From an optimization exercise on the open Yosys and OpenROAD flow, aimed at small area; shortcuts taken in it are not production practice. Only simulation tests tie the RTL to the original design; equivalence was not proved. Power figures rest on the tool's default switching activity, not on a simulated workload.

==> flow/design.v (excerpt) <==
module dma_top (
    input  wire         clk,
    input  wire         rst_n,
    input  wire         host_wr,
    input  wire         host_rd,
    input  wire [11:0]  host_addr,
    input  wire [31:0]  host_wdata,
    output logic [31:0] host_rdata,
    output logic        host_rvalid,
    output logic        mem_cmd_write,
    output logic [31:0] mem_cmd_addr,
    output logic [7:0]  mem_cmd_len,
    output logic        mem_cmd_valid,
    output logic [31:0] mem_wdata,
    output logic        mem_wvalid,
    output logic        mem_wlast,
    input  wire [31:0]  mem_rdata,
    input  wire         mem_rvalid,
    output logic        busy,
    output logic        xfer_done
);
Size in the first run: ~2300 flip-flops, about 190 I/O pins, ~82000 um2 of cells after synthesis.
Settings: LEC_CHECK=0, CAP_MARGIN=20, CORE_MARGIN=2, CORE_UTILIZATION=50, PLACE_DENSITY=0.65, SETUP_SLACK_MARGIN=0.5, SLEW_MARGIN=20; clock period 6.0 ns.
standard.sh (not shown) runs the stock make flow with config.mk's settings and CLKGATE_MAP_FILE= SYNTH_SCRIPT=/design/flow/synth_recipe.tcl, a recipe that flattens the netlist after the stock synthesis.
==> flow/flow/run.sh <==
#!/bin/bash
# Standard layout, with these changes:
#  - ABC maps the logic with an area-oriented script (the ORFS scripts are
#    copied and only abc_speed.script is replaced; synth_recipe.tcl is unchanged);
#  - clock tree synthesis uses clkbuf_8 in larger sink clusters and no dummy loads;
#  - the port buffers are buf_1 cells.
set -euo pipefail
rm -rf scripts_mod
cp -r "$FLOW_HOME/scripts" scripts_mod
cp flow/abc_speed.script scripts_mod/abc_speed.script
CTS="-sink_clustering_enable -repair_clock_nets -dont_use_dummy_load -buf_list sky130_fd_sc_hd__clkbuf_8 -sink_clustering_size 16 -sink_clustering_max_diameter 45"
bash standard.sh SCRIPTS_DIR="$PWD/scripts_mod" synth > synth.log 2>&1
bash standard.sh SCRIPTS_DIR="$PWD/scripts_mod" "CTS_ARGS=$CTS" \
  "BUFFER_PORTS_ARGS=-buffer_cell sky130_fd_sc_hd__buf_1" finish > layout.log 2>&1
==> flow/flow/abc_speed.script <==
&get -n
&st
&dch
&nf -R 10000 -p -F 20 -A 20 -a -C 32
&put
topo
Change:
--- a/flow/flow/run.sh
+++ b/flow/flow/run.sh
@@ -10,3 +10,3 @@
 cp flow/abc_speed.script scripts_mod/abc_speed.script
-CTS="-sink_clustering_enable -repair_clock_nets -dont_use_dummy_load -buf_list sky130_fd_sc_hd__clkbuf_8 -sink_clustering_size 16 -sink_clustering_max_diameter 45"
+CTS="-sink_clustering_enable -repair_clock_nets -dont_use_dummy_load -buf_list sky130_fd_sc_hd__clkbuf_8 -sink_clustering_size 18 -sink_clustering_max_diameter 50"
 bash standard.sh SCRIPTS_DIR="$PWD/scripts_mod" synth > synth.log 2>&1
==> flow/flow/abc_speed.script (replaced) <==
&get -n
&st
&dch
&nf -R 1000 -p -F 10 -A 10 -a
&put
topo
- CORE_UTILIZATION: 50 -> 45
- PLACE_DENSITY: 0.65 -> 0.6
- SETUP_SLACK_MARGIN: 0.5 -> 0.2
=>
- worst hold slack is worse by 0.025 ns
- register-to-register slack gains 0.18 ns
- routed wire length falls by 2.9%
- total power fell by 2.0%
- area after synthesis is about the same
- sequential cell count is unchanged
- global-route usage fell by 4.4 points
- setup slack gets worse by 0.083 ns
- combinational power went down by 9.5%
- cell count rose by 3.0%
Change:
- CORE_UTILIZATION: 45 -> 52
- PLACE_DENSITY: 0.6 -> 0.68
- Now the flow completed and failed the layout checks on negative setup slack
- cell count came out lower by about 4.6%
- worst setup slack is worse by 0.19 ns
- wire length drops by about 1.3%
Change:
==> flow/flow/abc_speed.script (replaced) <==
&get -n
&st
&dch
&nf -R 10000 -p -F 20 -A 20 -a -C 32
&put
topo
- CORE_UTILIZATION: 52 -> 45
- PLACE_DENSITY: 0.68 -> 0.6
The new run finished with timing, DRC and antenna clean.
Non-clock buffer count is higher by 29.
Sequential share of layout area falls by 0.56 points.
Routed wire length rises by a few percent.
Setup slack improved by 0.19 ns.
Power climbs slightly.
Via count shrinks slightly.
Fmax rose by a few percent.
Change:
==> flow/flow/abc_speed.script (replaced) <==
&get -n
&st
&dch
&nf -R 1000 -p -F 10 -A 10 -a
&put
topo
- SETUP_SLACK_MARGIN: 0.2 -> 0.5
The new run finished with timing, DRC and antenna clean.
Cell area increases by about 0.7%.
Fmax went up by about 4.4%.
Hold slack gets better by 0.0041 ns.
First-iteration DRC count shrinks by about 5%.
Total power went up by 0.71%.
Sequential cell count does not change.
Via count is about the same.

what the ideal ports hide:
Ports are ideal in the flow. The routed layouts listed here were re-timed in OpenROAD. Step 1: set_driving_cell puts a clkbuf_16 on clk and a buf_2 on each other input, an assumption about the parent block. Step 2, shift: input delay + t, output delay - t, t = (earliest + latest rising clock arrival at the registers) / 2. This alone moves slack from input paths to output paths. a / b / c = no drivers / after step 1 / after step 2; a / b = the first two.
run | t (ns) | setup WS [ns] | hold WS [ns] | worst setup path after step 2
the first run | 1.026 | 0.271 / 0.191 / 1.217 | 0.282 / 0.227 / 0.452 | register to output
the second run | 1.027 | 0.188 / 0.111 / 1.138 | 0.256 / 0.210 / 0.435 | register to output
the third run | 1.004 | -0.004 / -0.077 / 0.928 | 0.326 / 0.277 / 0.464 | register to output
the fourth run | 1.058 | 0.188 / 0.111 / 1.169 | 0.245 / 0.192 / 0.431 | register to output
the fifth run | 1.034 | 0.433 / 0.357 / 1.391 | 0.250 / 0.205 / 0.435 | register to output
